Source: an optimization exercise on an open RTL-to-GDS flow (aim: small area and a short achievable clock period). Production flows keep margins and buffers that such runs may drop. No run shown here included a check of the RTL's function; only the layout flow was run. No activity file was given, so power comes from the tool's default toggle rates.

## flow/design.v (module list and top-level ports; edited modules follow where they fit)
// module mul_fa: 11 lines
// module mul_ha: 10 lines
// module dadda_mul_top: 3460 lines
module dadda_mul_top
(
    input  logic        clk,
    input  logic        arst_n,
    input  logic [31:0] a,
    input  logic [31:0] b,
    output logic [63:0] y
);
  // ...
==> flow/run.sh <==
#!/bin/bash
# synth_recipe.tcl (not shown) runs the flow's synth.tcl, then flattens the netlist and writes it again
# the make line also repeats each setting of config.mk as NAME=value (left out here)
make -C /OpenROAD-flow-scripts/flow DESIGN_CONFIG=/design/flow/config.mk WORK_HOME=/design/flow/orfs CLKGATE_MAP_FILE= SYNTH_SCRIPT=/design/flow/synth_recipe.tcl finish
==> flow/config.mk <==
export PLATFORM = sky130hd
export DESIGN_NAME = dadda_mul_top
export DESIGN_NICKNAME = dadda_mul_top
export VERILOG_FILES = /design/flow/design.v
export SDC_FILE = /design/flow/constraint.sdc
export NUM_CORES = 4
export LEC_CHECK = 0
export ABC_AREA = 1
export ABC_CLOCK_PERIOD_IN_PS = 22000
export CAP_MARGIN = 20
export CORE_MARGIN = 2
export CORE_UTILIZATION = 40
export SLEW_MARGIN = 20
export SYNTH_HIERARCHICAL = 1
export SYNTH_MINIMUM_KEEP_SIZE = 0
==> flow/constraint.sdc <==
create_clock -name core_clock -period 22.0 [get_ports {clk}]
set_input_delay 4.4000 -clock core_clock [delete_from_list [all_inputs] [get_ports {clk}]]
set_output_delay 4.4000 -clock core_clock [all_outputs]
set_load 0.01 [all_outputs]
==> qor.yml, run 1 <==
outcome: "no timing/DRC/antenna violations"
syn_area_um2: 25600
coreArea_um2: 63100
layout.nonclk_buf_frac: 0.0638
crit_start: "b[13]"
slew_headroom: 0.309
via_per_inst: 6.14
clock-sinks: 122
drv_slew: 0
met2_usage: 0.423
nWellTaps: 846
syn2layout_area_growth_pct: 9.38
ys.warnings.count: 7
drt_pass1_iterations: 8
placed_area_um2: 27300
maxPowerGroup: "combinational logic"
holdBufCountCts: 0
setup_viol: 0
portBuffers: 129
synth.area.top_cells: "fa_1, xor2_1, o22ai_1, dfrtp_1, ha_1"
leakage_nw: 12.0
pwr-share-clk: 0.073
post_cts_resized: 0
final_common_cell: "xor2_1"
num_vias: 20500
crit_cells: 14
route.met2.wl_um: 40500
syn_avg_cell_area_um2: 10.1
p_comb_mw: 3.68
synth_xor_area_frac: 0.185
synthArstFlopShare: 1.00
final_cells: 3339
synth_top_family_by_area: "adder cells"
startpoint_type: "input port"
cpLargestDelayFamily: "adder cells"
grt_max_degree: 66
crit_path_end_kind: "flop"
route.top_layer_used: "met5"
synth.most_common_cell: "xor2_1"
tritoncts: "built"
syn_inst: 2520
die_x_um: 257
grt_pass1_vias: 22000
synth_seq_cells: 122
n_clock_buffer: 19
==> run 2, diff against run 1 <==
==> flow/flow/run.sh (new file) <==
#!/bin/bash
# standard layout, with the resizer's setup repair aiming for extra slack
set -euo pipefail
bash standard.sh SETUP_SLACK_MARGIN=13.6 finish > standard_make.log 2>&1
==> flow/standard.sh (new file) <==
#!/bin/bash
# synth_recipe.tcl (not shown) runs the flow's synth.tcl, then flattens the netlist and writes it again
# the make line also repeats each setting of config.mk as NAME=value (left out here)
make -C /OpenROAD-flow-scripts/flow DESIGN_CONFIG=/design/flow/config.mk WORK_HOME=/design/flow/orfs CLKGATE_MAP_FILE= SYNTH_SCRIPT=/design/flow/synth_recipe.tcl "${@:-finish}"
removed: flow/run.sh
==> run 2 against run 1 <==
  * Wire length rose by 1.5%
  * Setup slack gained 0.70 ns
  * Die area unchanged
  * Power rose by 0.42%
  * Clock power about the same
  * Hold slack worse by 0.0047 ns
  * Synthesized cell count unchanged
  * Count of clock-buffer cells in the layout did not move
  * Area after synthesis unchanged
  * Flip-flop and latch count unchanged
  * Critical path type unchanged
  * Largest cell class unchanged
  * Highest routed layer unchanged
==> qor.yml, run 2 <==
outcome: "no timing/DRC/antenna violations"
seq_area_um2: 3050
synth_seq_cells: 122  # unchanged
die_x_um: 257  # unchanged
crit_start: "a[28]"
syn_avg_cell_area_um2: 10.1  # unchanged
drv_slew: 0  # unchanged
synth_top_cell_area_share: 0.403
dr.first_iter.drc_count: 2479
ys.warnings.count: 7  # unchanged
ys.flop_type: "dfrtp_1"
fin_crit_ns: 8.38
grt_first_pass_wirelength_um: 135000
cts_max_path_buffers: 2
start_util: 0.405
path_max_fanout: 32
fillCellCount: 5969
fp.dieH_um: 257
via_per_inst: 6.12  # -0.44%
dp_hpwl_um: 59000
timing.fmax_mhz: 119
final_cells: 3363  # +0.72%
multi_input_area_um2: 21000
yosysSeqAreaShare: 0.119
globalRouteTotalUtil: 0.271
yosysTopAreaCell: "fa_1"
crit_path_end_kind: "flop"
antenna_found_initial: 1
design_area_um2: 28900
grt_max_degree: 66  # unchanged
overflow: 0
placed_area_um2: 27300  # unchanged
hold_viol: 0
ir_drop_mv: 0.0972
crit_arrival_ns: 8.75
hold_ws_ns: 3.88
insertedDiodeCount: 0
synthArstFlopShare: 1.00  # unchanged
syn_nets: 3186
ioPinCount: 130
fin_setup_tns_ns: 0
finalCritPeriodShare: 0.381
syn_area_um2: 25600  # unchanged
wirelength_um: 88000
placementRows: 92
cp-endpoint: "hy_q[29]$_DFF_PN0_"
postRouteAntennaNets: 0
final_cell_mix: "xor2_1, fa_1, o22ai_1"
grt_pass1_vias: 22100  # +0.44%
worst_slew_pin_slew_ns: 0.864
tritoncts: "built"
p_total_mw: 4.51
drc: 0
drive_above_1_share: 0.0989
setup_viol: 0  # unchanged
ys_top_cells_by_count: "xor2_1, fa_1, o22ai_1, nand2_1, inv_1"
synth_edf_count: 0
h-tree-depth: 4
hold_class: "in -> async"
startpoint_type: "input port"
clk_pin_slew_worst_paths_ns: 0.06
leakage_nw: 12.5  # +4.1%
drt-wirelength-per-cell_um: 26.2
routabilityCongestion: 0.943
max-cap-violations: 0
dp_cells: 3306
syn_inst: 2520  # unchanged
final_common_cell: "xor2_1"
synth.area.top_cells: "fa_1, xor2_1, o22ai_1, dfrtp_1, ha_1"
rsz0062_at_grt: "false"
path_class: "in -> reg"
nNetsFinal: 3170
dieArea_um2: 65900
reg_top3: "hx_q: 57 flops, hy_q: 57 flops, lo_q: 7 flops"
critical_path_required_ns: 22.37
syn2layout_area_growth_pct: 13.2
cts_root_buf: "clkbuf_16"
clock-sinks: 122  # unchanged
slew_headroom: 0.424  # +0.115
synth.most_common_cell: "xor2_1"
powerDensity_nw_per_um2: 156
portBuffers: 129  # unchanged
ys_types: 34
drt_pass1_iterations: 6  # -2
coreArea_um2: 63100  # unchanged
cts_buffers: 17
num_vias: 20600  # +0.27%
run 2: cell counts after synthesis:
No cell type changed its count.
run 2: cells by family (layout without fill, tap and decap cells):
kind of cell | after synthesis | in the layout | share of synthesized area
buffers and inverters | 437 | 433 | 0.0699
adders and majority gates | 600 | 600 | 0.445
xor gates and xnor gates | 540 | 540 | 0.185
and+or+nand+nor | 256 | 256 | 0.0414
DFF | 122 | 122 | 0.119
AOI/OAI and AO/OA | 565 | 566 | 0.139
run 2: what timing repair did:
item | CTS | global route
buffers inserted | 5 | 15
endpoints found under the setup margin | 66 | 59
pin swaps | 3 | 15
gates cloned | 2 | 3
gates resized for setup | 59 | 130
hold buffers | 0 | 0
run 2: where the power goes:
part	internal, mW	total, mW	switching [mW]
clock	0.207	0.329	0.122
sequential	0.423	0.490	0.0670
combinational	1.76	3.70	1.94
run 2: worst min path at each step:
| stage | slack (ns) | depth (start not counted) | start | end |
|---|---|---|---|---|
| final | 3.88 | 1 | arst_n | hy_q[3]$_DFF_PN0_ |
| after global placement | 4.41 | 1 | arst_n | hy_q[2]$_DFF_PN0_ |
| after floorplan | 4.10 | 0 | arst_n | ci_q$_DFF_PN0_ |
| after detailed placement | 4.42 | 1 | arst_n | hx_q[4]$_DFF_PN0_ |
| after global routing | 3.91 | 1 | arst_n | hy_q[3]$_DFF_PN0_ |
| after CTS | 3.89 | 1 | arst_n | hx_q[4]$_DFF_PN0_ |
run 2: area by class of cell:
cell class / instances / area share
Clock inverter: 13 / 0.00740
Clock buffer: 19 / 0.0157
Sequential cell: 122 / 0.106
Timing Repair Buffer: 224 / 0.0791
Tap cell: 846 / 0.0366
Timing Repair inverter: 1 / 0.000303
Multi-Input combinational cell: 1962 / 0.727
Inverter: 176 / 0.0280
run 2: routing by layer:
layer | share of wire | global-route usage | wire length, um
met5 | 0.00015 | 0 | 13
met3 | 0.10 | 0.0645 | 9220
met2 | 0.46 | 0.423 | 40800
met1 | 0.38 | 0.353 | 33300
met4 | 0.054 | 0.133 | 4720
run 2: worst max-delay path, stage by stage:
cell and delay, ns:
clkdlybuf4s50_1 0.47, inv_1 0.08, buf_4 0.42, o22ai_1 0.18, xor2_1 0.34, fa_1 0.50
fa_1 0.54, fa_2 0.45, fa_1 0.39, fa_1 0.51, fa_1 0.41
run 2: per-stage QoR:
stage          utilization  setup slack [ns]
5_1_grt              0.458             13.59
3_5_place_dp         0.432             12.53
2_1_floorplan            -             13.79
4_1_cts              0.448             13.59
6_report             0.458             13.62
3_3_place_gp         0.432             12.56
run 2: modules after synthesis, one instance, submodules excluded:
module | cells | flops+latches
mul_ha | 1 | 0
dadda_mul_top | 2003 | 122
mul_fa | 1 | 0
==> run 3, diff against run 2 <==
==> flow/flow/run.sh (replaced) <==
#!/bin/bash
# standard layout with buf_2 port buffers and the resizer's setup repair aiming for extra slack
set -euo pipefail
bash standard.sh "BUFFER_PORTS_ARGS=-buffer_cell sky130_fd_sc_hd__buf_2" SETUP_SLACK_MARGIN=13.9 finish > standard_make.log 2>&1
==> run 3 against run 2 <==
  * Synthesized cell count stayed put
  * Flip-flop and latch count unchanged
  * Wire length up 7.0%
  * Critical path type unchanged
  * Largest cell class unchanged
==> qor.yml, run 3 <==
outcome: "no timing/DRC/antenna violations"
max-cap-violations: 0  # unchanged
startpoint_type: "input port"
clk_pin_slew_worst_paths_ns: 0.06  # about the same
globalRouteTotalUtil: 0.282  # +0.0118
antenna_found_initial: 0  # -1
path_max_fanout: 6  # -81%
coreArea_um2: 63100  # unchanged
ioPinCount: 130  # unchanged
dieArea_um2: 65900  # unchanged
finalCritPeriodShare: 0.369  # -0.0123
setup_viol: 0  # unchanged
fp.dieH_um: 257  # unchanged
dp_hpwl_um: 62600  # +6.1%
yosysTopAreaCell: "fa_1"
via_per_inst: 6.19  # +1.1%
syn_area_um2: 25600  # unchanged
h-tree-depth: 4  # unchanged
ys_types: 34  # unchanged
timing.fmax_mhz: 123  # +3.3%
clock-sinks: 122  # unchanged
die_x_um: 257  # unchanged
fin_crit_ns: 8.11  # -0.270 ns
synth.most_common_cell: "xor2_1"
drv_slew: 0  # unchanged
hold_ws_ns: 3.88  # +0.00461 ns
reg_top3: "hx_q: 57 flops, hy_q: 57 flops, lo_q: 7 flops"
postRouteAntennaNets: 0  # unchanged
post-route-util: 0.471  # +0.0131
cts_buffers: 17  # unchanged
portBuffers: 129  # unchanged
p_seq_frac: 0.113  # +0.004
final_cell_mix: "xor2_1, fa_1, o22ai_1"
drt_pass1_iterations: 8  # +2
synth_edf_count: 0  # unchanged
drive_above_1_share: 0.199  # +0.0998
hold_class: "in -> async"
ys.flop_type: "dfrtp_1"
grt_pass1_vias: 22800  # +3.1%
syn_avg_cell_area_um2: 10.1  # unchanged
syn2layout_area_growth_pct: 16.4
dr.first_iter.drc_count: 2796  # +13%
cts_root_buf: "clkbuf_16"
holdBufCountCts: 0  # unchanged
num_vias: 21300  # +3.5%
yosysSeqAreaShare: 0.119  # unchanged
ir_drop_mv: 0.0733  # -25%
ys.warnings.count: 7  # unchanged
synthArstFlopShare: 1.00  # unchanged
nNetsFinal: 3250  # +2.5%
routabilityCongestion: 0.987  # +4.7%
start_util: 0.405  # unchanged
rsz0062_at_grt: "true"
worst_slew_pin_slew_ns: 0.922  # +0.0581 ns
crit_path_end_kind: "flop"
drt-wirelength-per-cell_um: 27.4  # +4.5%
internal_power_mw: 2.19  # -8.2%
synth_top_cell_area_share: 0.403  # unchanged
drc: 0  # unchanged
grt_max_degree: 66  # unchanged
insertedDiodeCount: 0  # unchanged
crit_arrival_ns: 8.46  # -0.29 ns
cts_max_path_buffers: 2  # unchanged
overflow: 0  # unchanged
syn_nets: 3186  # unchanged
final_common_cell: "xor2_1"
path_class: "in -> reg"
hold_viol: 0  # unchanged
power_switching_mw: 2.17  # +2.1%
grt_first_pass_wirelength_um: 140000  # +3.9%
ys_top_cells_by_count: "xor2_1, fa_1, o22ai_1, nand2_1, inv_1"
wirelength_um: 94200  # +7.0%
p_total_mw: 4.36  # -3.4%
powerDensity_nw_per_um2: 147  # -6.0%
pwr-share-comb: 0.824  # +0.005
synth.area.top_cells: "fa_1, xor2_1, o22ai_1, dfrtp_1, ha_1"
slew_headroom: 0.385  # -0.0394
synth_seq_cells: 122  # unchanged
critical_path_required_ns: 22.35  # -0.02 ns
placementRows: 92  # unchanged
tritoncts: "built"
pwr-share-clk: 0.062  # -0.011
syn_inst: 2520  # unchanged
leakage_nw: 12.9  # +3.7%
swShare: 0.497  # +0.0263
fin_setup_tns_ns: 0  # unchanged
## run 3: cell counts after synthesis
Identical to the previous run, type by type.
## run 3: what timing repair did
item / CTS / global route
gates resized for setup: 124 / 117
pin swaps: 9 / 52
gates cloned: 13 / 13
setup buffers: 13 / 70
setup endpoints to repair: 70 / 63
## run 3: path summary, 6_finish.rpt
kind                        start            endpoint  depth (start not counted)
min in group core_clock     a[30]  hx_q[55]$_DFF_PN0_                          3
hold / removal             arst_n   hy_q[0]$_DFF_PN0_                          1
max in group asynchronous  arst_n  hy_q[28]$_DFF_PN0_                          2
setup / recovery            b[11]  hy_q[30]$_DFF_PN0_                         15
## run 3: logic make-up after synthesis
logic type,count (synthesis),share of synthesized area
xor+xnor,540,0.185
fa+ha+maj,600,0.445
flops,122,0.119
compound gates,565,0.139
simple gates,256,0.0414
buf+inv,437,0.0699
## run 3: critical path: stages
cell and delay [ns]:
buf_6 0.13, buf_12 0.15, nand2_4 0.07, inv_1 0.07, nor2_4 0.21, clkinv_8 0.08, buf_12 0.15, o22ai_4 0.18
xor2_2 0.19, fa_2 0.47, fa_2 0.56, fa_2 0.46, fa_2 0.38, fa_1 0.53, fa_1 0.41
## run 3: power groups by stage
stage	clock, mW	combinational, mW	sequential [mW]
final	0.272	3.60	0.495
after global routing	0.291	4.13	0.510
after CTS	0.283	3.60	0.497
after detailed placement	0	3.52	0.499
after global placement	0	3.43	0.497
after floorplan	0	2.43	0.477
## run 3: layout make-up
cell class / instances / area (um^2)
clock buffers: 19 / 433
clock inverters: 13 / 119
fillers: 5782 / 33300
inverters: 176 / 840
multi-input cells: 1963 / 21500
flip-flops and latches: 122 / 3050
well taps: 846 / 1060
repair buffers: 298 / 2670
repair inverters: 6 / 52.6
## run 3: through the flow
stage	setup WS [ns]	std cells	instance area [um^2]
2_1_floorplan	13.87	2520	25900
3_3_place_gp	12.32	3302	26900
3_5_place_dp	12.29	3302	26900
4_1_cts	13.89	3360	28500
5_1_grt	13.86	3443	29700
6_report	13.89	3443	29700
## run 3: layer usage
metal  global-route usage  share of wire  wire length [um]
met5                    0              0                 0
met4                0.175          0.066              6250
met3               0.0963           0.13             11900
met2                0.430           0.45             42200
met1                0.345           0.36             33800
## run 3: per-module statistics from Yosys (local to each module, per instance)
module         cell area (um^2)  flip-flops and latches  times used
mul_ha                     12.5                       0          32
mul_fa                     20.0                       0         485
dadda_mul_top             15400                     122           1
==> run 4, diff against run 3 <==
--- a/flow/config.mk
+++ b/flow/config.mk
@@ -10,5 +10,5 @@
 export CAP_MARGIN = 20
 export CORE_MARGIN = 2
-export CORE_UTILIZATION = 40
+export CORE_UTILIZATION = 55
 export SLEW_MARGIN = 20
 export SYNTH_HIERARCHICAL = 1
==> run 4 against run 3 <==
  * Area after synthesis did not move
  * Sequential power fell by 1%
  * Synthesized cell count did not move
  * Combinational power rose by 2%
  * Power rose by 2.0%
  * Sequential share of layout area rose by 0.096 points
  * Clock power rose by 9.2%
  * Flip-flop and latch count did not move
  * Critical path type unchanged
  * Largest power group unchanged
  * Highest routed layer is now met5
==> qor.yml, run 4 <==
outcome: "no timing/DRC/antenna violations"
drv_slew: 0  # unchanged
tritoncts: "built"
hold_viol: 0  # unchanged
clk_pin_slew_worst_paths_ns: 0.07  # about the same
syn2layout_area_growth_pct: 15.3
routabilityCongestion: 0.941  # -4.6%
coreArea_um2: 45600  # -28%
startpoint_type: "input port"
synth.area.top_cells: "fa_1, xor2_1, o22ai_1, dfrtp_1, ha_1"
seq_area_um2: 3050  # unchanged
yosysTopAreaCell: "fa_1"
critical_path_required_ns: 22.36  # about the same
timing.fmax_mhz: 122  # -0.85%
ys.warnings.count: 7  # unchanged
dr.first_iter.drc_count: 2724  # -2.6%
leakage_nw: 13.0  # +0.32%
portBuffers: 129  # unchanged
slew_headroom: 0.408  # +0.0238
wirelength_um: 94600  # +0.43%
grt_max_degree: 63  # -4.5%
synth.most_common_cell: "xor2_1"
drt-wirelength-per-cell_um: 29.7  # +8.4%
finalCritPeriodShare: 0.372  # +0.00317
insertedDiodeCount: 0  # unchanged
fillCellCount: 3611  # -38%
worst_slew_pin_slew_ns: 0.884  # -0.0377 ns
die_x_um: 220  # -14%
syn_avg_cell_area_um2: 10.1  # unchanged
drive_above_1_share: 0.190  # -0.00904
grt_first_pass_wirelength_um: 139000  # -0.83%
antenna_found_initial: 1  # +1
max-cap-violations: 0  # unchanged
cts_max_path_buffers: 2  # unchanged
yosysSeqAreaShare: 0.119  # unchanged
final_common_cell: "xor2_1"
fin_setup_tns_ns: 0  # unchanged
ys_top_cells_by_count: "xor2_1, fa_1, o22ai_1, nand2_1, inv_1"
cts_buffers: 17  # unchanged
powerDensity_nw_per_um2: 151  # +3.0%
syn_inst: 2520  # unchanged
ioPinCount: 130  # unchanged
hold_ws_ns: 3.72  # -0.159 ns
postRouteAntennaNets: 0  # unchanged
overflow: 0  # unchanged
rsz0062_at_grt: "true"
synth_edf_count: 0  # unchanged
placementRows: 78  # -15%
dp_hpwl_um: 60800  # -2.9%
fp.dieH_um: 220  # -14%
drc: 0  # unchanged
setup_viol: 0  # unchanged
crit_path_end_kind: "flop"
synth_seq_cells: 122  # unchanged
multi_input_area_um2: 21400  # -0.34%
via_per_inst: 6.76  # +9.2%
cts_root_buf: "clkbuf_16"
clock-sinks: 122  # unchanged
path_max_fanout: 31  # +25
ir_drop_mv: 0.165  # +130%
crit_arrival_ns: 8.54  # +0.08 ns
grt_pass1_vias: 22200  # -2.5%
start_util: 0.561  # +0.156
hold_class: "in -> async"
dieArea_um2: 48200  # -27%
drt_pass1_iterations: 6  # -2
globalRouteTotalUtil: 0.398  # +0.116
synthArstFlopShare: 1.00  # unchanged
fin_crit_ns: 8.18  # +0.0698 ns
synth_top_cell_area_share: 0.403  # unchanged
syn_nets: 3186  # unchanged
ys_types: 34  # unchanged
final_cell_mix: "xor2_1, fa_1, o22ai_1"
nNetsFinal: 3242  # -0.25%
num_vias: 21500  # +1.1%
syn_area_um2: 25600  # unchanged
ys.flop_type: "dfrtp_1"
h-tree-depth: 4  # unchanged
reg_top3: "hx_q: 57 flops, hy_q: 57 flops, lo_q: 7 flops"
path_class: "in -> reg"
[run 4: cell count changes in the layout (fill, tap and decap cells not counted), sizes merged]
cell | before | now
a21oi | 35 | 33
buf | 280 | 271
bufbuf | 11 | 14
bufinv | 5 | 4
clkbuf | 26 | 25
clkinvlp | 7 | 2
inv | 177 | 184
[run 4: logic make-up after synthesis]
logic type               synth area share
XOR/XNOR                            0.185
buffers and inverters              0.0699
AND/OR/NAND/NOR                    0.0414
adder cells (fa/ha/maj)             0.445
AO/OA/AOI/OAI                       0.139
flip-flops                          0.119
[run 4: layout make-up]
class                   instances  area share
clock inverters                14     0.00510
repair buffers                292      0.0936
flip-flops and latches        122       0.104
repair inverters                6     0.00178
well taps                     600      0.0255
multi-input cells            1961       0.728
clock buffers                  18      0.0149
inverters                     176      0.0277
[run 4: critical path, cell delays in order]
cell and delay [ns]:
buf_2 0.17, buf_12 0.14, nand2_1 0.09, inv_1 0.12
nor2_4 0.05, bufinv_16 0.27, o22ai_2 0.10, xor2_1 0.19
fa_1 0.48, fa_2 0.58, fa_2 0.46, fa_2 0.40
fa_1 0.58, fa_1 0.46
[run 4: Yosys stat by module, one instance, submodules excluded]
module | flip-flops and latches | cells inside | area, um^2
dadda_mul_top | 122 | 2003 | 15400
mul_fa | 0 | 1 | 20.0
mul_ha | 0 | 1 | 12.5
[run 4: timing repair]
action                     CTS  global route
pin swaps                   10            30
gates resized for setup    125           116
setup buffers               17            58
setup endpoints to repair   86            58
cloned                      15            10
hold buffers                 0             0
[run 4: stage by stage]
stage	utilization	power (mW)	instance area [um^2]	instances	setup WS, ns
6_report	0.646	4.45	29500	3189	13.82
5_1_grt	0.646	4.96	29500	3189	13.81
4_1_cts	0.621	4.44	28300	3121	13.89
3_5_place_dp	0.583	4.04	26600	3057	12.56
3_3_place_gp	0.583	3.96	26600	3056	12.44
2_1_floorplan	-	2.91	25900	2520	13.87
[run 4: path summary, 6_finish.rpt]
check                        from                  to  slack, ns  depth (start not counted)
worst max-delay path        b[15]  hy_q[30]$_DFF_PN0_      13.82                         14
worst min-delay path       arst_n  hx_q[48]$_DFF_PN0_       3.72                          1
max in group asynchronous  arst_n  hx_q[27]$_DFF_PN0_      17.21                          2
min in group core_clock     a[30]  hx_q[55]$_DFF_PN0_       4.37                          3
[run 4: power breakdown]
group	internal (mW)	switching, mW
clock	0.163	0.134
combinational	1.64	2.03
sequential	0.423	0.0662
total	2.22	2.23
[run 4: routing by layer]
metal  track usage  up-vias  wire length (um)
li1              -     8470                 -
met1         0.533    11000             35200
met2         0.578     1688             40600
met3         0.130      416             12700
met4         0.210        2              5990
met5             0        -                73
==> run 5, diff against run 4 <==
--- a/flow/config.mk
+++ b/flow/config.mk
@@ -10,5 +10,5 @@
 export CAP_MARGIN = 20
 export CORE_MARGIN = 2
-export CORE_UTILIZATION = 55
+export CORE_UTILIZATION = 70
 export SLEW_MARGIN = 20
 export SYNTH_HIERARCHICAL = 1
==> run 5 against run 4 <==
  * Sequential share of layout area grew 0.13 points
  * Largest cell class unchanged
  * Critical path depth did not move
  * Still clean
  * Flip-flop and latch count unchanged
  * Design area is 1.3% lower
  * Critical path type unchanged
  * Count of clock-buffer cells in the layout up 3
==> qor.yml, run 5 <==
outcome: "no timing/DRC/antenna violations"
ioPinCount: 130  # unchanged
critPathBufInv: 4  # unchanged
dr.first_iter.drc_count: 3824  # +40%
post-route-util: 0.814  # +0.168
final_common_cell: "xor2_1"
final_cell_mix: "xor2_1, fa_1, o22ai_1"
cts_max_path_buffers: 2  # unchanged
critical_path_required_ns: 22.33  # -0.03 ns
crit_top_cell: "fa_1"
cpLargestDelayFamily: "adder cells"
dp_hpwl_um: 55900  # -8.0%
hold_ws_ns: 3.89  # +0.169 ns
cts_buffers: 17  # unchanged
syn_nets: 3186  # unchanged
ys_types: 34  # unchanged
powerDensity_nw_per_um2: 157  # +4.2%
globalRouteTotalUtil: 0.481  # +0.0826
finalCritPeriodShare: 0.370  # -0.00188
yosysTopAreaCell: "fa_1"
portBuffers: 129  # unchanged
syn_inst: 2520  # unchanged
routabilityCongestion: 0.975  # +3.6%
start_util: 0.715  # +0.154
grt_pass1_vias: 23200  # +4.5%
ys.warnings.count: 7  # unchanged
ys.flop_type: "dfrtp_1"
reg_top3: "hx_q: 57 flops, hy_q: 57 flops, lo_q: 7 flops"
pwr-share-comb: 0.830  # +0.007
clk_pin_slew_worst_paths_ns: 0.06  # about the same
setup_viol: 0  # unchanged
syn_avg_cell_area_um2: 10.1  # unchanged
leakage_nw: 12.9  # -0.78%
p_seq_frac: 0.106  # -0.004
drt-wirelength-per-cell_um: 30.1  # +1.6%
syn2layout_area_growth_pct: 13.9
slew_headroom: 0.393  # -0.0158
p_total_mw: 4.58  # +2.9%
dieArea_um2: 38000  # -21%
drv_slew: 0  # unchanged
startpoint_type: "input port"
path_max_fanout: 6  # -81%
synth_top_cell_area_share: 0.403  # unchanged
internal_power_mw: 2.28  # +2.7%
antenna_found_initial: 1  # unchanged
crit_cells: 14  # unchanged
worst_slew_pin_slew_ns: 0.908  # +0.0236 ns
rsz0062_at_grt: "false"
swShare: 0.501  # +0.000991
pwr-share-clk: 0.064  # -0.003
wirelength_um: 91400  # -3.5%
drc: 0  # unchanged
fin_setup_tns_ns: 0  # unchanged
tritoncts: "built"
timing.fmax_mhz: 123  # +0.51%
synth_seq_cells: 122  # unchanged
ir_drop_mv: 0.162  # -2.0%
fin_crit_ns: 8.14  # -0.0413 ns
cp_cell_sequence: "buf_4 > buf_12 > nand2_2 > inv_1 > nor2_4 > clkinv_8 > o22ai_4 > xor2_2 > fa_1 > fa_1 > fa_1 > fa_2 > fa_1 > fa_1"
drt_pass1_iterations: 10  # +4
via_per_inst: 7.39  # +9.3%
slowest_delay_ns: 0.59  # about the same
hold_class: "in -> async"
crit_path_end_kind: "flop"
crit_arrival_ns: 8.47  # -0.07 ns
placementRows: 69  # -12%
fp.dieH_um: 195  # -11%
syn_area_um2: 25600  # unchanged
grt_max_degree: 67  # +6.3%
power_switching_mw: 2.30  # +3.1%
overflow: 0  # unchanged
cts_root_buf: "clkbuf_16"
hold_viol: 0  # unchanged
synth_edf_count: 0  # unchanged
drive_above_1_share: 0.188  # -0.00117
path_class: "in -> reg"
yosysSeqAreaShare: 0.119  # unchanged
coreArea_um2: 35700  # -22%
synth.area.top_cells: "fa_1, xor2_1, o22ai_1, dfrtp_1, ha_1"
holdBufCountCts: 0  # unchanged
die_x_um: 195  # -11%
postRouteAntennaNets: 0  # unchanged
nNetsFinal: 3221  # -0.65%
h-tree-depth: 4  # unchanged
grt_first_pass_wirelength_um: 136000  # -2.4%
num_vias: 22400  # +3.9%
ys_top_cells_by_count: "xor2_1, fa_1, o22ai_1, nand2_1, inv_1"
clock-sinks: 122  # unchanged
crit_start: "b[1]"
max-cap-violations: 0  # unchanged
cpMaxStageDelayCell: "fa_1"
synth.most_common_cell: "xor2_1"
synthArstFlopShare: 1.00  # unchanged
run 5: timing repair:
action / in CTS / in global routing
gates cloned: 19 / 6
setup endpoints to repair: 85 / 52
resized for setup: 141 / 94
pin swaps: 22 / 42
buffers inserted: 25 / 31
run 5: logic make-up after synthesis:
group | count (synthesis) | synth area share
AO/OA/AOI/OAI | 565 | 0.139
flip-flops | 122 | 0.119
buffers and inverters | 437 | 0.0699
XOR/XNOR | 540 | 0.185
AND/OR/NAND/NOR | 256 | 0.0414
adder cells (fa/ha/maj) | 600 | 0.445
run 5: how the worst max path moves through the flow:
stage | slack [ns] | end
after global routing | 13.78 | hy_q[27]$_DFF_PN0_
after floorplan | 13.87 | hy_q[29]$_DFF_PN0_
after global placement | 12.70 | hy_q[29]$_DFF_PN0_
after detailed placement | 12.58 | hy_q[29]$_DFF_PN0_
final | 13.86 | hy_q[27]$_DFF_PN0_
after CTS | 13.90 | hy_q[27]$_DFF_PN0_
run 5: power by group through the flow:
stage | combinational, mW | sequential (mW) | clock, mW
after floorplan | 2.43 | 0.477 | 0
after global placement | 3.47 | 0.487 | 0
after detailed placement | 3.58 | 0.491 | 0
after CTS | 3.67 | 0.488 | 0.297
after global routing | 4.20 | 0.500 | 0.307
final | 3.80 | 0.486 | 0.294
run 5: per-module statistics from Yosys, one instance, submodules excluded:
module	cells inside	flops+latches	cell area, um^2
dadda_mul_top	2003	122	15400
mul_fa	1	0	20.0
mul_ha	1	0	12.5
run 5: metrics by stage:
stage / instances / setup slack [ns] / cell area, um^2
after global placement: 2916 / 12.70 / 26400
after floorplan: 2520 / 13.87 / 25900
final: 3030 / 13.86 / 29100
after global routing: 3030 / 13.78 / 29100
after CTS: 2992 / 13.90 / 28300
after detailed placement: 2916 / 12.58 / 26400
run 5: routing by layer:
metal / wire [um] / vias to the layer above / share of wire / global-route usage
met5: 0 / - / 0 / 0
met4: 8320 / 0 / 0.091 / 0.318
met3: 14600 / 722 / 0.16 / 0.183
met2: 38600 / 2364 / 0.42 / 0.696
met1: 29800 / 10800 / 0.33 / 0.606
li1: - / 8460 / - / -
run 5: layout make-up:
class | count | area [um^2]
flip-flops and latches | 122 | 3050
multi-input cells | 1962 | 21500
clock inverters | 11 | 146
well taps | 461 | 577
repair buffers | 270 | 2520
clock buffers | 21 | 440
diodes | 1 | 2.50
repair inverters | 6 | 50.0
inverters | 176 | 852
fillers | 2193 | 6650
==> run 6, diff against run 5 <==
--- a/flow/config.mk
+++ b/flow/config.mk
@@ -10,5 +10,6 @@
 export CAP_MARGIN = 20
 export CORE_MARGIN = 2
-export CORE_UTILIZATION = 70
+export CORE_UTILIZATION = 40
+export CTS_BUF_LIST = sky130_fd_sc_hd__clkbuf_4 sky130_fd_sc_hd__clkbuf_8
 export SLEW_MARGIN = 20
 export SYNTH_HIERARCHICAL = 1
==> run 6 against run 5 <==
  * Design area rose by 0.12%
  * Critical endpoint is now hy_q[24]$_DFF_PN0_
  * Highest routed layer unchanged
  * Non-clock buffer count rose by 15
  * Setup slack improved by 0.019 ns
  * Synthesized cell count did not move
  * Clock power fell by 31%
  * Area after synthesis did not move
==> qor.yml, run 6 <==
cp_cell_sequence: "buf_4 > buf_12 > nand2_2 > inv_1 > nor2_4 > clkinv_8 > buf_12 > buf_4 > o22ai_1 > xor2_1 > fa_1 > fa_1 > fa_1 > fa_2 > fa_1 > fa_1"
final_cell_mix: "xor2_1, fa_1, o22ai_1"
crit_top_cell: "fa_1"
hold_viol: 0  # unchanged
crit_arrival_ns: 8.55  # +0.08 ns
clock-sinks: 122  # unchanged
ioPinCount: 130  # unchanged
ys_types: 34  # unchanged
outcome: "no timing/DRC/antenna violations"
coreArea_um2: 63100  # +76%
drv_slew: 0  # unchanged
syn_area_um2: 25600  # unchanged
design_area_um2: 29100  # +0.12%
cpLargestDelayFamily: "adder cells"
grt_max_degree: 66  # -1.5%
drive_above_1_share: 0.186  # -0.00218
drt_pass1_iterations: 8  # -2
synth.most_common_cell: "xor2_1"
worst_slew_pin_slew_ns: 0.992  # +0.0839 ns
fin_setup_tns_ns: 0  # unchanged
ys_top_cells_by_count: "xor2_1, fa_1, o22ai_1, nand2_1, inv_1"
powerDensity_nw_per_um2: 147  # -6.6%
grt_first_pass_wirelength_um: 139000  # +2.3%
leakage_nw: 12.7  # -1.4%
cts_buffers: 17  # unchanged
reg_top3: "hx_q: 57 flops, hy_q: 57 flops, lo_q: 7 flops"
synth_edf_count: 0  # unchanged
cpMaxStageDelayCell: "fa_1"
placed_area_um2: 26900  # +1.8%
via_per_inst: 6.20  # -16%
finalCritPeriodShare: 0.369  # -0.000877
num_vias: 21300  # -5.0%
timing.fmax_mhz: 123  # +0.24%
wirelength_um: 93100  # +2.0%
synth.area.top_cells: "fa_1, xor2_1, o22ai_1, dfrtp_1, ha_1"
dp_hpwl_um: 62600  # +12%
rsz0062_at_grt: "true"
syn_avg_cell_area_um2: 10.1  # unchanged
synthArstFlopShare: 1.00  # unchanged
ir_drop_mv: 0.0737  # -55%
final_common_cell: "xor2_1"
die_x_um: 257  # +32%
ys.flop_type: "dfrtp_1"
cts_max_path_buffers: 2  # unchanged
syn2layout_area_growth_pct: 14.0
overflow: 0  # unchanged
setup_viol: 0  # unchanged
synth_top_cell_area_share: 0.403  # unchanged
startpoint_type: "input port"
globalRouteTotalUtil: 0.279  # -0.201
clk_pin_slew_worst_paths_ns: 0.07  # about the same
path_max_fanout: 8  # +2
tritoncts: "built"
fillCellCount: 5865  # +170%
crit_path_end_kind: "flop"
holdBufCountCts: 0  # unchanged
cts_root_buf: "clkbuf_8"
slowest_delay_ns: 0.59  # about the same
drc: 0  # unchanged
yosysSeqAreaShare: 0.119  # unchanged
portBuffers: 129  # unchanged
slew_headroom: 0.338  # -0.0546
grt_pass1_vias: 22600  # -2.7%
yosysTopAreaCell: "fa_1"
postRouteAntennaNets: 0  # unchanged
synth_seq_cells: 122  # unchanged
hold_class: "in -> async"
path_class: "in -> reg"
h-tree-depth: 4  # unchanged
placementRows: 92  # +33%
drt-wirelength-per-cell_um: 27.2  # -9.9%
ys.warnings.count: 7  # unchanged
antenna_found_initial: 1  # unchanged
syn_nets: 3186  # unchanged
start_util: 0.405  # -0.310
max-cap-violations: 0  # unchanged
dr.first_iter.drc_count: 2483  # -35%
nNetsFinal: 3235  # +0.43%
syn_inst: 2520  # unchanged
fp.dieH_um: 257  # +32%
critical_path_required_ns: 22.43  # +0.10 ns
critPathBufInv: 6  # +2
dieArea_um2: 65900  # +73%
routabilityCongestion: 0.987  # +1.2%
fin_crit_ns: 8.12  # -0.0193 ns
[run 6: cell counts after synthesis]
Identical to the previous run, type by type.
[run 6: timing repair]
item                                    4_1_cts  5_1_grt
pin swaps                                     6       40
endpoints found under the hold margin         0        0
endpoints found under the setup margin       79       55
gates resized for setup                      85      107
buffers inserted                             11       62
cloned                                        8       13
[run 6: worst max-delay path by stage]
stage / to / from / cells past startpoint / slack (ns)
floorplan: hy_q[29]$_DFF_PN0_ / b[9] / 13 / 13.87
global placement: hy_q[29]$_DFF_PN0_ / b[9] / 13 / 12.32
detailed placement: hy_q[29]$_DFF_PN0_ / b[9] / 13 / 12.29
CTS: hy_q[29]$_DFF_PN0_ / b[17] / 13 / 13.88
global route: hy_q[24]$_DFF_PN0_ / b[7] / 16 / 13.82
finish: hy_q[24]$_DFF_PN0_ / b[7] / 16 / 13.88
[run 6: cells by family (layout without fill, tap and decap cells)]
group,Yosys count,in the layout,synth area share
compound gates,565,567,0.139
fa+ha+maj,600,600,0.445
xor+xnor,540,540,0.185
flops,122,122,0.119
simple gates,256,256,0.0414
buf+inv,437,497,0.0699
other cells,0,1,0
[run 6: metal layers]
metal,vias up,global-route usage,part of all wire
met5,-,0,0
met3,376,0.0845,0.13
met4,0,0.161,0.062
met1,10800,0.349,0.36
met2,1593,0.430,0.45
li1,8465,-,-
[run 6: final cells by class]
class                           instances  area, um^2  share of cell area
Clock buffer                           19         249             0.00855
Inverter                              176         836              0.0287
Antenna cell                            1        2.50           0.0000859
Timing Repair Buffer                  285        2410              0.0829
Tap cell                              846        1060              0.0363
Timing Repair inverter                  4        35.0             0.00120
Sequential cell                       122        3050               0.105
Multi-Input combinational cell       1963       21400               0.733
Clock inverter                         13         119             0.00408
[run 6: metrics by stage]
step / cells / power [mW] / hold slack [ns] / setup slack (ns) / util
after CTS: 3353 / 4.30 / 3.79 / 13.88 / 0.442
after global routing: 3429 / 4.85 / 3.85 / 13.82 / 0.462
after floorplan: 2520 / 2.91 / 4.10 / 13.87 / -
after global placement: 3302 / 3.93 / 4.42 / 12.32 / 0.426
final: 3429 / 4.28 / 3.81 / 13.88 / 0.462
after detailed placement: 3302 / 4.02 / 4.42 / 12.29 / 0.426
[run 6: report_power, final]
part / total, mW / switching, mW / leakage (nW) / internal [mW]
Combinational: 3.58 / 1.97 / 11.1 / 1.61
Clock: 0.202 / 0.110 / 0.180 / 0.0920
Sequential: 0.495 / 0.0719 / 1.43 / 0.423
Total: 4.28 / 2.15 / 12.7 / 2.13
[run 6: Yosys stat by module (local to each module, per instance)]
module	cells	times used	cell area (um^2)	flip-flops and latches
mul_fa	1	485	20.0	0
dadda_mul_top	2003	1	15400	122
mul_ha	1	32	12.5	0
==> run 7, diff against run 6 <==
==> flow/flow/run.sh (replaced) <==
#!/bin/bash
# standard layout with buf_2 port buffers and the resizer's setup repair aiming for extra slack
set -euo pipefail
bash standard.sh "BUFFER_PORTS_ARGS=-buffer_cell sky130_fd_sc_hd__buf_2" SETUP_SLACK_MARGIN=14.2 finish > standard_make.log 2>&1
--- a/flow/config.mk
+++ b/flow/config.mk
@@ -11,5 +11,4 @@
 export CORE_MARGIN = 2
 export CORE_UTILIZATION = 40
-export CTS_BUF_LIST = sky130_fd_sc_hd__clkbuf_4 sky130_fd_sc_hd__clkbuf_8
 export SLEW_MARGIN = 20
 export SYNTH_HIERARCHICAL = 1
==> run 7 against run 6 <==
  * Combinational power rose by 9.8%
  * First-iteration DRC count rose by 27%
  * Clock power rose by 45%
  * Critical path type unchanged
  * Largest power group unchanged
  * Highest routed layer unchanged
==> qor.yml, run 7 <==
ys.warnings.count: 7  # unchanged
yosysTopAreaCell: "fa_1"
holdBufCountCts: 0  # unchanged
synthArstFlopShare: 1.00  # unchanged
final_common_cell: "xor2_1"
slew_headroom: 0.378  # +0.0397
finalCritPeriodShare: 0.366  # -0.00344
antenna_found_initial: 5  # +4
placementRows: 92  # unchanged
ys_top_cells_by_count: "xor2_1, fa_1, o22ai_1, nand2_1, inv_1"
h-tree-depth: 4  # unchanged
grt_first_pass_wirelength_um: 142000  # +2.1%
pwr-share-comb: 0.834  # -0.003
synth_seq_cells: 122  # unchanged
max-cap-violations: 0  # unchanged
dr.first_iter.drc_count: 3152  # +27%
clk_pin_slew_worst_paths_ns: 0.06  # about the same
syn_area_um2: 25600  # unchanged
fp.dieH_um: 257  # unchanged
num_vias: 21900  # +3.2%
synth.most_common_cell: "xor2_1"
path_class: "in -> reg"
rsz0062_at_grt: "true"
syn2layout_area_growth_pct: 24.0
clock-sinks: 122  # unchanged
final_cell_mix: "xor2_1, o22ai_1, fa_1"
syn_avg_cell_area_um2: 10.1  # unchanged
reg_top3: "hx_q: 57 flops, hy_q: 57 flops, lo_q: 7 flops"
drc: 0  # unchanged
synth_top_cell_area_share: 0.403  # unchanged
dp_hpwl_um: 61400  # -2.0%
powerDensity_nw_per_um2: 149  # +1.2%
timing.final.ws_setup_ns: 13.95  # +0.0757 ns
hold_viol: 0  # unchanged
yosysSeqAreaShare: 0.119  # unchanged
power_switching_mw: 2.30  # +6.8%
fin_setup_tns_ns: 0  # unchanged
p_seq_frac: 0.104  # -0.012
ioPinCount: 130  # unchanged
drive_above_1_share: 0.284  # +0.0981
postRouteAntennaNets: 0  # unchanged
wirelength_um: 96700  # +3.8%
outcome: "no timing/DRC/antenna violations"
grt_max_degree: 71  # +7.6%
globalRouteTotalUtil: 0.287  # +0.00776
internal_power_mw: 2.41  # +13%
crit_arrival_ns: 8.41  # -0.14 ns
syn_nets: 3186  # unchanged
startpoint_type: "input port"
routabilityCongestion: 0.960  # -2.7%
drt_pass1_iterations: 6  # -2
worst_slew_pin_slew_ns: 0.932  # -0.0594 ns
via_per_inst: 6.24  # +0.59%
ys_types: 34  # unchanged
ir_drop_mv: 0.139  # +88%
dieArea_um2: 65900  # unchanged
die_x_um: 257  # unchanged
timing.fmax_mhz: 124  # +0.94%
hold_class: "in -> async"
fin_crit_ns: 8.05  # -0.0757 ns
pwr-share-clk: 0.062  # +0.015
crit_start: "b[17]"
drv_slew: 0  # unchanged
grt_pass1_vias: 22900  # +1.4%
cts_root_buf: "clkbuf_16"
coreArea_um2: 63100  # unchanged
cts_buffers: 17  # unchanged
critical_path_required_ns: 22.36  # -0.07 ns
crit_path_end_kind: "flop"
overflow: 0  # unchanged
tritoncts: "built"
pre_cts_slack_ns: 12.61  # +0.320 ns
cp-endpoint: "hy_q[28]$_DFF_PN0_"
drt-wirelength-per-cell_um: 27.5  # +1.2%
cts_max_path_buffers: 2  # unchanged
portBuffers: 129  # unchanged
start_util: 0.405  # unchanged
nNetsFinal: 3322  # +2.7%
ys.flop_type: "dfrtp_1"
leakage_nw: 13.6  # +7.4%
path_max_fanout: 31  # +23
syn_inst: 2520  # unchanged
setup_viol: 0  # unchanged
synth.area.top_cells: "fa_1, xor2_1, o22ai_1, dfrtp_1, ha_1"
synth_edf_count: 0  # unchanged
swShare: 0.488  # -0.0148
## run 7: cell counts after synthesis
Identical to the previous run, type by type.
## run 7: what timing repair did
item                                    CTS  global route
endpoints found under the hold margin     0             0
pin swaps                                86           117
endpoints found under the setup margin  114            90
buffers inserted                         94            55
cloned                                   26             8
gates resized for setup                 267           208
## run 7: per-stage QoR
| step | utilization | cells | hold slack, ns | power [mW] | cell area, um^2 |
|---|---|---|---|---|---|
| floorplan | - | 2520 | 4.10 | 2.95 | 26200 |
| global placement | 0.429 | 3300 | 4.38 | 4.04 | 27100 |
| detailed placement | 0.429 | 3300 | 4.38 | 4.12 | 27100 |
| CTS | 0.478 | 3452 | 3.85 | 4.62 | 30100 |
| global route | 0.502 | 3517 | 3.87 | 5.28 | 31700 |
| finish | 0.502 | 3518 | 3.84 | 4.71 | 31700 |
## run 7: worst max-delay path: stages
cell	delay (ns)
buf_2	0.15
buf_12	0.16
nand2_1	0.11
inv_1	0.07
nor2_2	0.15
bufinv_16	0.24
o22ai_1	0.22
xor2_1	0.12
fa_1	0.44
fa_1	0.53
fa_2	0.48
fa_2	0.36
fa_1	0.50
fa_2	0.43
## run 7: cell type report
| type | instances | area [um^2] |
|---|---|---|
| diodes | 3 | 7.51 |
| clock buffers | 18 | 439 |
| clock inverters | 14 | 156 |
| fillers | 5519 | 31400 |
| inverters | 176 | 867 |
| multi-input cells | 1962 | 22400 |
| flip-flops and latches | 122 | 3050 |
| well taps | 846 | 1060 |
| repair buffers | 366 | 3640 |
| repair inverters | 11 | 80.1 |
## run 7: how the worst min path moves through the flow
| stage | startpoint | endpoint | slack (ns) | depth (start not counted) |
|---|---|---|---|---|
| detailed placement | arst_n | hy_q[9]$_DFF_PN0_ | 4.38 | 1 |
| CTS | arst_n | hy_q[9]$_DFF_PN0_ | 3.85 | 1 |
| global placement | arst_n | hy_q[6]$_DFF_PN0_ | 4.38 | 1 |
| finish | arst_n | hy_q[9]$_DFF_PN0_ | 3.84 | 1 |
| floorplan | arst_n | ci_q$_DFF_PN0_ | 4.10 | 0 |
| global route | arst_n | hx_q[7]$_DFF_PN0_ | 3.87 | 1 |
## run 7: cells by family after synthesis
logic type | after synthesis | share of synthesized area
compound gates | 565 | 0.139
flops | 122 | 0.119
xor+xnor | 540 | 0.185
fa+ha+maj | 600 | 0.445
buf+inv | 437 | 0.0699
simple gates | 256 | 0.0414
## run 7: modules after synthesis (local to each module, per instance)
module | times used | area, um^2
dadda_mul_top | 1 | 15400
mul_ha | 32 | 12.5
mul_fa | 485 | 20.0
## run 7: per-layer routing
| layer | part of all wire | vias to the layer above | track usage |
|---|---|---|---|
| met5 | 0 | - | 0 |
| met4 | 0.065 | 0 | 0.154 |
| met3 | 0.14 | 431 | 0.0961 |
| met2 | 0.45 | 1796 | 0.434 |
| met1 | 0.35 | 11100 | 0.364 |
| li1 | - | 8637 | - |
## run 7: power groups by stage
stage          sequential [mW]  combinational (mW)  clock [mW]
3_5_place_dp             0.492                3.62           0
6_report                 0.487                3.93       0.292
5_1_grt                  0.502                4.47       0.311
2_1_floorplan            0.477                2.47           0
4_1_cts                  0.489                3.83       0.301
3_3_place_gp             0.488                3.55           0
==> run 8, diff against run 7 <==
==> flow/flow/run.sh (replaced) <==
#!/bin/bash
# standard layout with buf_2 port buffers; the resizer's setup repair aims for extra slack
# up to clock tree synthesis, and only for the plain constraints after global routing
set -euo pipefail
P="BUFFER_PORTS_ARGS=-buffer_cell sky130_fd_sc_hd__buf_2"
bash standard.sh "$P" SETUP_SLACK_MARGIN=13.9 cts > standard_make_cts.log 2>&1
bash standard.sh "$P" SETUP_SLACK_MARGIN=0 finish > standard_make_finish.log 2>&1
==> run 8 against run 7 <==
  * Still clean
  * Wire length shrank 6.1%
  * Synthesized cell count is the same
  * Fmax shrank 2.3%
  * Hold slack gained 0.037 ns
  * Area after synthesis is the same
  * Highest routed layer unchanged
==> qor.yml, run 8 <==
drt_pass1_iterations: 6  # unchanged
path_class: "in -> reg"
final_cell_mix: "xor2_1, fa_1, o22ai_1"
timing.fmax_mhz: 121  # -2.3%
power_switching_mw: 2.14  # -7.1%
pwr-share-comb: 0.821  # -0.013
drive_above_1_share: 0.150  # -0.134
crit_start: "b[19]"
rsz0062_at_grt: "false"
die_x_um: 257  # unchanged
fin_crit_ns: 8.24  # +0.191 ns
syn_nets: 3186  # unchanged
h-tree-depth: 4  # unchanged
synth.area.top_cells: "fa_1, xor2_1, o22ai_1, dfrtp_1, ha_1"
worst_slew_pin_slew_ns: 0.930  # -0.00256 ns
drt-wirelength-per-cell_um: 27.0  # -1.7%
coreArea_um2: 63100  # unchanged
cts_max_path_buffers: 2  # unchanged
setup_viol: 0  # unchanged
yosysTopAreaCell: "fa_1"
ioPinCount: 130  # unchanged
syn_avg_cell_area_um2: 10.1  # unchanged
design_area_um2: 28500  # -10%
portBuffers: 129  # unchanged
num_vias: 20700  # -5.7%
fp.dieH_um: 257  # unchanged
syn_inst: 2520  # unchanged
synth_top_cell_area_share: 0.403  # unchanged
powerDensity_nw_per_um2: 151  # +1.5%
hold_class: "in -> async"
fin_setup_tns_ns: 0  # unchanged
hold_viol: 0  # unchanged
synthArstFlopShare: 1.00  # unchanged
dr.first_iter.drc_count: 2194  # -30%
tritoncts: "built"
dp_hpwl_um: 62600  # +2.1%
drc: 0  # unchanged
ir_drop_mv: 0.0730  # -47%
multi_input_area_um2: 21100  # -5.6%
yosysSeqAreaShare: 0.119  # unchanged
crit_arrival_ns: 8.58  # +0.17 ns
drv_slew: 0  # unchanged
postRouteAntennaNets: 0  # unchanged
p_seq_frac: 0.115  # +0.011
placed_area_um2: 26900  # -0.67%
finalCritPeriodShare: 0.374  # +0.00870
overflow: 0  # unchanged
holdBufCountCts: 0  # unchanged
placementRows: 92  # unchanged
antenna_found_initial: 0  # -5
max-cap-violations: 0  # unchanged
critical_path_required_ns: 22.34  # -0.02 ns
timing.final.ws_setup_ns: 13.76  # -0.191 ns
pwr-share-clk: 0.063  # about the same
insertedDiodeCount: 0  # -3
dieArea_um2: 65900  # unchanged
fillCellCount: 5942  # +7.7%
path_max_fanout: 32  # +3.2%
syn_area_um2: 25600  # unchanged
synth_seq_cells: 122  # unchanged
globalRouteTotalUtil: 0.282  # -0.00476
grt_max_degree: 66  # -7.0%
ys.flop_type: "dfrtp_1"
internal_power_mw: 2.16  # -10%
clock-sinks: 122  # unchanged
nNetsFinal: 3167  # -4.7%
swShare: 0.498  # +0.00935
ys.warnings.count: 7  # unchanged
synth_edf_count: 0  # unchanged
routabilityCongestion: 0.987  # +2.8%
syn2layout_area_growth_pct: 11.4
ys_types: 34  # unchanged
reg_top3: "hx_q: 57 flops, hy_q: 57 flops, lo_q: 7 flops"
startpoint_type: "input port"
slew_headroom: 0.380  # +0.00171
start_util: 0.405  # unchanged
grt_first_pass_wirelength_um: 140000  # -1.1%
cp-endpoint: "hy_q[29]$_DFF_PN0_"
grt_pass1_vias: 22800  # -0.48%
cts_buffers: 17  # unchanged
crit_path_end_kind: "flop"
outcome: "no timing/DRC/antenna violations"
leakage_nw: 12.4  # -9.2%
via_per_inst: 6.16  # -1.3%
synth.most_common_cell: "xor2_1"
wirelength_um: 90800  # -6.1%
cts_root_buf: "clkbuf_16"
pre_cts_slack_ns: 12.29  # -0.320 ns
ys_top_cells_by_count: "xor2_1, fa_1, o22ai_1, nand2_1, inv_1"
clk_pin_slew_worst_paths_ns: 0.06  # about the same
final_common_cell: "xor2_1"
seq_area_um2: 3050  # unchanged
-- run 8: cell count changes in the layout (fill, tap and decap cells not counted), moves of 15 or more --
cell / before / now
nand2_4: 18 / 3
buf_6: 33 / 6
buf_12: 35 / 15
fa_2: 104 / 14
o22ai_1: 430 / 473
xor2_2: 35 / 2
xor2_1: 497 / 530
fa_1: 410 / 500
buf_2: 106 / 122
o22ai_2: 49 / 23
o22ai_4: 17 / 0
nand2_1: 144 / 165
buf_4: 152 / 65
-- run 8: critical path, stage by stage --
cell and delay [ns]:
buf_4 0.30, nor2_1 0.14, a21oi_2 0.17, buf_6 0.36, o22ai_1 0.14, xor2_1 0.19, fa_2 0.43, fa_1 0.60
fa_1 0.46, fa_2 0.38, fa_1 0.54, fa_1 0.42
-- run 8: worst min path at each step --
stage / start / endpoint / slack (ns)
after floorplan: arst_n / ci_q$_DFF_PN0_ / 4.10
after global placement: arst_n / hy_q[1]$_DFF_PN0_ / 4.42
after detailed placement: arst_n / hy_q[1]$_DFF_PN0_ / 4.42
after CTS: arst_n / hy_q[1]$_DFF_PN0_ / 3.89
after global routing: arst_n / ci_q$_DFF_PN0_ / 3.93
final: arst_n / hy_q[0]$_DFF_PN0_ / 3.88
-- run 8: layout make-up --
cell class              instances  share of cell area
clock inverters                13             0.00418
inverters                     176              0.0283
clock buffers                  19              0.0152
flip-flops and latches        122               0.107
multi-input cells            1963               0.743
repair buffers                221              0.0652
well taps                     846              0.0372
-- run 8: through the flow --
stage               utilization  total power, mW  hold WS, ns  std cells
floorplan                     -             2.91         4.10       2520
global placement          0.426             3.93         4.42       3302
global route              0.451             4.87         3.93       3360
finish                    0.451             4.29         3.88       3360
CTS                       0.451             4.38         3.89       3360
detailed placement        0.426             4.02         4.42       3302
-- run 8: per-module statistics from Yosys (local to each module, per instance) --
module         cells  area, um^2  flops+latches  copies in the design
dadda_mul_top   2003       15400            122                     1
mul_ha             1        12.5              0                    32
mul_fa             1        20.0              0                   485
-- run 8: timing repair --
| item | CTS | global route |
|---|---|---|
| buffers inserted | 13 | 0 |
| endpoints found under the setup margin | 70 | 0 |
| resized for setup | 124 | 0 |
-- run 8: cells by family after synthesis --
group,after synthesis,synth area share
AOI/OAI and AO/OA,565,0.139
adders and majority gates,600,0.445
xor gates and xnor gates,540,0.185
buffers and inverters,437,0.0699
DFF,122,0.119
and+or+nand+nor,256,0.0414
-- run 8: layer usage --
metal,wire (um),global-route usage,vias up
met3,10900,0.0963,348
met5,0,0,-
met4,6060,0.175,0
met1,33100,0.345,10500
met2,40800,0.430,1463
li1,-,-,8336
-- run 8: power by group through the flow --
stage | combinational [mW] | sequential (mW) | clock, mW
after floorplan | 2.43 | 0.477 | 0
after global placement | 3.43 | 0.497 | 0
after detailed placement | 3.52 | 0.499 | 0
after CTS | 3.60 | 0.497 | 0.283
after global routing | 4.07 | 0.510 | 0.291
final | 3.53 | 0.495 | 0.272

port drivers added, routing unchanged:
The flow's constraints put no driver on any port. The routed layouts listed below were extracted and timed again, unchanged, in two steps.
Step 1 sets driving cells, clkbuf_16 on the clock port and buf_2 on the other inputs (assumed; they add their load-dependent delay and slew).
Step 2 moves the port delays by t, midway between the first and last clock arrival at a register: inputs arrive t later, outputs are due t later. That takes back most of the time a late clock gives input paths.
Slacks: ideal ports / drivers / drivers and shift; pairs: ideal ports / drivers.
| run | shift t [ns] | slack for setup (ns) | worst setup path after step 2 | clock arrival spread, ns | cell pins on the clock port's net |
|---|---|---|---|---|---|
| run 1 | 0.555 | 12.915 / 12.950 / 12.394 | input to register | 0.020 / 0.021 | 1 |
| run 2 | 0.559 | 13.618 / 13.657 / 13.098 | input to register | 0.021 / 0.020 | 1 |
| run 3 | 0.543 | 13.888 / 13.916 / 13.373 | input to register | 0.019 / 0.018 | 1 |
| run 4 | 0.552 | 13.818 / 13.855 / 13.303 | input to register | 0.016 / 0.015 | 1 |
| run 5 | 0.514 | 13.860 / 13.884 / 13.369 | input to register | 0.015 / 0.015 | 1 |
| run 6 | 0.620 | 13.879 / 13.911 / 13.291 | input to register | 0.017 / 0.016 | 1 |
| run 7 | 0.555 | 13.955 / 13.986 / 13.431 | input to register | 0.016 / 0.016 | 1 |
| run 8 | 0.544 | 13.763 / 13.795 / 13.251 | input to register | 0.019 / 0.020 | 1 |
After both steps every run listed still meets setup and hold. For run 6, which loses most, drivers alone change the setup slack by +0.032 ns; drivers and shift together by -0.588 ns.
